What follows belongs to an exercise in optimizing a design on an open flow for small area, a short achievable clock period and few clock cycles; a production flow would make more cautious choices.
The RTL was checked by simulation tests, not by an equivalence proof against the original design.
Power figures rest on the tool's default switching activity, not on a simulated workload.

== try-garnet ==
==> module pooling_unit, before the edit <==
module pooling_unit #(
  parameter  int IL       = 4,
  parameter  int FL       = 16,
  parameter  int CHANNELS = 4,
  parameter  int MAX_LEN  = 16,
  localparam int LEN_W    = pooling_pkg::len_width(MAX_LEN),
  localparam int ACC_W    = pooling_pkg::acc_width(IL, FL, MAX_LEN),
  localparam int DW       = IL + FL
) (
  input  logic                 clk,
  input  logic                 rst,
  input  logic                 start,
  input  logic                 mode,
  input  logic [LEN_W-1:0]     len_cfg,
  input  logic [CHANNELS*DW-1:0] in_data,
  input  logic                 in_valid,
  output logic                 in_ready,
  output logic [CHANNELS*DW-1:0] out_data,
  output logic                 out_valid,
  input  logic                 out_ready,
  output logic                 busy
);
  localparam int SW     = DW + 4;                
  localparam int LO     = 12;                    
  localparam int NSTEP  = 1;                     
  localparam int NDIV   = DW / (2 * NSTEP);      
  logic             st_acc, st_fix, st_div, st_cor, st_cor2, st_out;
  logic             st_busy;                     
  logic             st_first;                    
  logic             mode_q;
  logic [3:0]       lm1;                         
  logic [5:0]       n1_q, n3_q;                  
  logic [3:0]       cnt_q;
  logic [LEN_W-1:0] len_clamped;
  logic             start_ok, beat, last_beat, last_div, any_cor2;
  logic [SW-1:0]         acc_q  [CHANNELS];
  logic                  cy_q   [CHANNELS];    
  logic                  neg_q  [CHANNELS];
  logic [3:0]            r_in   [CHANNELS];
  logic [DW-1:0]         x      [CHANNELS];
  logic [LO:0]           sum_lo [CHANNELS];
  logic [SW-LO-1:0]      sum_hi [CHANNELS];
  logic [DW-1:0]         xg     [CHANNELS];
  logic [DW-1:0]         q_new  [CHANNELS];
  logic                  cor    [CHANNELS];
  logic                  gt     [CHANNELS];
  logic [2*NSTEP-1:0]    d_in   [CHANNELS];
  logic [3:0]            r_nxt  [CHANNELS];
  logic [2*NSTEP-1:0]    q_nxt  [CHANNELS];
  assign in_ready  = st_acc;
  assign out_valid = st_out;
  assign st_busy   = st_acc || st_fix || st_div || st_cor || st_cor2 || st_out;
  assign busy      = st_busy;
  assign lm1       = ~n1_q[3:0];
  always_comb begin
    len_clamped = (len_cfg > LEN_W'(MAX_LEN)) ? LEN_W'(MAX_LEN) : len_cfg;
    start_ok    = start && !st_busy;
    beat        = in_valid && st_acc;
    last_beat   = beat && (cnt_q == '0);
    last_div    = st_div && (cnt_q == '0);
  end
  for (genvar g = 0; g < CHANNELS; g++) begin : g_lane
    always_comb begin
      x[g]      = in_data[g*DW +: DW];
      cor[g]    = neg_q[g] && (acc_q[g][SW-1:DW] != lm1);
      xg[g]     = x[g] & {DW{st_acc}};
      sum_lo[g] = {1'b0, acc_q[g][LO-1:0]} + (st_cor ? (LO+1)'(1) : {1'b0, x[g][LO-1:0]});
      sum_hi[g] = acc_q[g][SW-1:LO] + {{(SW-DW){xg[g][DW-1]}}, xg[g][DW-1:LO]}
                + (SW-LO)'(cy_q[g]);
      q_new[g]  = {acc_q[g][DW-2*NSTEP-1:0], q_nxt[g] ^ {(2*NSTEP){neg_q[g]}}};
      gt[g]     = {~x[g][DW-1], x[g][DW-2:0]} > {~acc_q[g][DW-1], acc_q[g][DW-2:0]};
      d_in[g]   = acc_q[g][DW-1 -: 2*NSTEP] ^ {(2*NSTEP){neg_q[g]}};
      r_in[g]   = acc_q[g][SW-1:DW] ^ {(SW-DW){st_first && acc_q[g][SW-1]}};
    end
    pool_divider #(
      .NSTEP(NSTEP)
    ) u_div (
      .r_in (r_in[g]),
      .d_in (d_in[g]),
      .n1   (n1_q),
      .n3   (n3_q),
      .r_out(r_nxt[g]),
      .q_out(q_nxt[g])
    );
    always_ff @(posedge clk) begin
      if (start_ok) begin
        acc_q[g] <= '0;
        acc_q[g][DW-1] <= mode && (len_clamped != '0);
        cy_q[g]  <= 1'b0;
      end else if (beat) begin
        if (!mode_q) begin
          acc_q[g] <= {sum_hi[g], sum_lo[g][LO-1:0]};
          cy_q[g]  <= sum_lo[g][LO];
        end else if (gt[g]) begin
          acc_q[g][DW-1:0] <= x[g];
        end
      end else if (st_fix) begin
        acc_q[g][SW-1:LO] <= sum_hi[g];
        neg_q[g] <= sum_hi[g][SW-LO-1];
      end else if (st_div) begin
        acc_q[g] <= {r_nxt[g], q_new[g]};
      end else if (st_cor) begin
        if (cor[g]) acc_q[g][LO-1:0] <= sum_lo[g][LO-1:0];
        cy_q[g]  <= cor[g] && sum_lo[g][LO];
      end else if (st_cor2) begin
        acc_q[g][SW-1:LO] <= sum_hi[g];
      end
    end
    assign out_data[g*DW +: DW] = acc_q[g][DW-1:0];
  end
  always_comb begin
    any_cor2 = 1'b0;
    for (int c = 0; c < CHANNELS; c++) any_cor2 |= cor[c] && (&acc_q[c][LO-1:0]);
  end
  always_ff @(posedge clk) begin
    if (rst) begin
      st_acc  <= 1'b0;
      st_fix  <= 1'b0;
      st_first <= 1'b0;
      st_div  <= 1'b0;
      st_cor  <= 1'b0;
      st_cor2 <= 1'b0;
      st_out  <= 1'b0;
    end else begin
      if (start_ok) begin
        st_acc  <= (len_clamped != '0);
        st_out  <= (len_clamped == '0);
      end
      if (last_beat) begin
        st_acc <= 1'b0;
        if (!mode_q && !(&n1_q)) st_fix <= 1'b1;
        else st_out <= 1'b1;
      end
      st_first <= st_fix;
      if (st_fix) begin
        st_fix <= 1'b0;
        st_div <= 1'b1;
      end
      if (last_div) begin
        st_div <= 1'b0;
        st_cor <= 1'b1;
      end
      if (st_cor) begin
        st_cor <= 1'b0;
        if (any_cor2) st_cor2 <= 1'b1;
        else st_out <= 1'b1;
      end
      if (st_cor2) begin
        st_cor2 <= 1'b0;
        st_out  <= 1'b1;
      end
      if (st_out && out_ready) begin
        st_out  <= 1'b0;
      end
    end
  end
  always_ff @(posedge clk) begin
    if (start_ok) begin
      mode_q <= mode;
      n1_q   <= 6'(7'd64 - 7'(len_clamped));
      n3_q   <= 6'(8'd192 - 8'(len_clamped) * 8'd3);
      cnt_q  <= 4'(len_clamped - LEN_W'(1));
    end else if (last_beat) begin
      cnt_q  <= 4'(NDIV - 1);
    end else if (beat || st_div) begin
      cnt_q  <= cnt_q - 4'd1;
    end
  end
endmodule
Settings: LEC_CHECK=0, CAP_MARGIN=20, CORE_MARGIN=2, CORE_UTILIZATION=40, CTS_BUF_LIST=sky130_fd_sc_hd__clkbuf_4 sky130_fd_sc_hd__clkbuf_8, SETUP_SLACK_MARGIN=2.9, SLEW_MARGIN=20; clock period 6.0 ns.
standard.sh (not shown) runs the stock make flow with config.mk's settings and CLKGATE_MAP_FILE= SYNTH_SCRIPT=/design/flow/synth_recipe.tcl, a recipe that flattens the netlist after the stock synthesis.
==> flow/flow/run.sh <==
#!/bin/bash
# The standard layout, with the port buffers made of plain buffers
# (sky130_fd_sc_hd__buf_2) instead of the delay cells buffer_ports picks.
set -euo pipefail
export BUFFER_PORTS_ARGS="-buffer_cell sky130_fd_sc_hd__buf_2"
bash standard.sh > standard.log 2>&1
Testbench counts of try-garnet, summed over its fixed seeds: cycles 12,707.
> inputs changed (try-garnet -> try-raven)
diff --git a/flow/design.v b/flow/design.v
--- a/flow/design.v
+++ b/flow/design.v
@@ -80,9 +80,8 @@
   localparam int NSTEP  = 1;                     
   localparam int NDIV   = DW / (2 * NSTEP);      
-  logic             st_acc, st_fix, st_div, st_cor, st_cor2, st_out;
-  logic             st_busy;                     
+  logic             st_acc, st_fix, st_div, st_cor, st_cor2, st_out, st_busy;
   logic             st_first;                    
-  logic             mode_q;
-  logic [3:0]       lm1;                         
+  logic             mode_q, one_q;
+  logic [3:0]       lm1_q;                       
   logic [5:0]       n1_q, n3_q;                  
   logic [3:0]       cnt_q;
@@ -105,7 +104,5 @@
   assign in_ready  = st_acc;
   assign out_valid = st_out;
-  assign st_busy   = st_acc || st_fix || st_div || st_cor || st_cor2 || st_out;
   assign busy      = st_busy;
-  assign lm1       = ~n1_q[3:0];
   always_comb begin
     len_clamped = (len_cfg > LEN_W'(MAX_LEN)) ? LEN_W'(MAX_LEN) : len_cfg;
@@ -118,5 +115,5 @@
     always_comb begin
       x[g]      = in_data[g*DW +: DW];
-      cor[g]    = neg_q[g] && (acc_q[g][SW-1:DW] != lm1);
+      cor[g]    = neg_q[g] && (acc_q[g][SW-1:DW] != lm1_q);
       xg[g]     = x[g] & {DW{st_acc}};
       sum_lo[g] = {1'b0, acc_q[g][LO-1:0]} + (st_cor ? (LO+1)'(1) : {1'b0, x[g][LO-1:0]});
@@ -177,6 +174,8 @@
       st_cor2 <= 1'b0;
       st_out  <= 1'b0;
+      st_busy <= 1'b0;
     end else begin
       if (start_ok) begin
+        st_busy <= 1'b1;
         st_acc  <= (len_clamped != '0);
         st_out  <= (len_clamped == '0);
@@ -184,5 +183,5 @@
       if (last_beat) begin
         st_acc <= 1'b0;
-        if (!mode_q && !(&n1_q)) st_fix <= 1'b1;
+        if (!mode_q && !one_q) st_fix <= 1'b1;
         else st_out <= 1'b1;
       end
@@ -207,4 +206,5 @@
       if (st_out && out_ready) begin
         st_out  <= 1'b0;
+        st_busy <= 1'b0;
       end
     end
@@ -213,4 +213,6 @@
     if (start_ok) begin
       mode_q <= mode;
+      one_q  <= (len_clamped == LEN_W'(1));
+      lm1_q  <= 4'(len_clamped - LEN_W'(1));
       n1_q   <= 6'(7'd64 - 7'(len_clamped));
       n3_q   <= 6'(8'd192 - 8'(len_clamped) * 8'd3);
Notes after the runs:
- Relative to try-garnet, the areal power density over the cells measured on try-raven has decreased by more than 10%.
- try-garnet has a lower clock share of power than try-raven.
- Compared with try-garnet, in try-raven number of clock sinks shows an increase of about 5%, mean instance size in the synthesized netlist shows an increase of 2.1%, final cell count shows no meaningful change.
- The standard-cell row count reported for try-raven is greater than that of try-garnet by 1.
- Across try-garnet and try-raven, none had a timing, DRC or antenna violation.
Testbench counts of try-raven, summed over its fixed seeds: cycles 12,707.

## re-timing with driven ports
How much do the figures lean on ideal ports? The routed layouts below were timed once more, with nothing changed but the port constraints.
Step 1 sets driving cells, clkbuf_16 on the clock port and buf_2 on the other inputs (assumed; they add their load-dependent delay and slew).
Step 2 moves the port delays by t, midway between the first and last clock arrival at a register: inputs arrive t later, outputs are due t later. That takes back most of the time a late clock gives input paths.
Three values: no drivers, after step 1, after step 2; two values: the first two.
| run | t (ns) | setup slack, ns | latest minus earliest clock arrival (ns) |
|---|---|---|---|
| try-garnet | 0.522 | 2.980 / 2.948 / 2.426 | 0.017 / 0.018 |
| try-raven | 0.514 | 2.965 / 2.960 / 2.447 | 0.019 / 0.019 |
After both steps setup and hold are still met in every run listed. The setup slack of try-garnet, which loses most, moves by -0.032 ns with the drivers and by -0.554 ns with both steps.
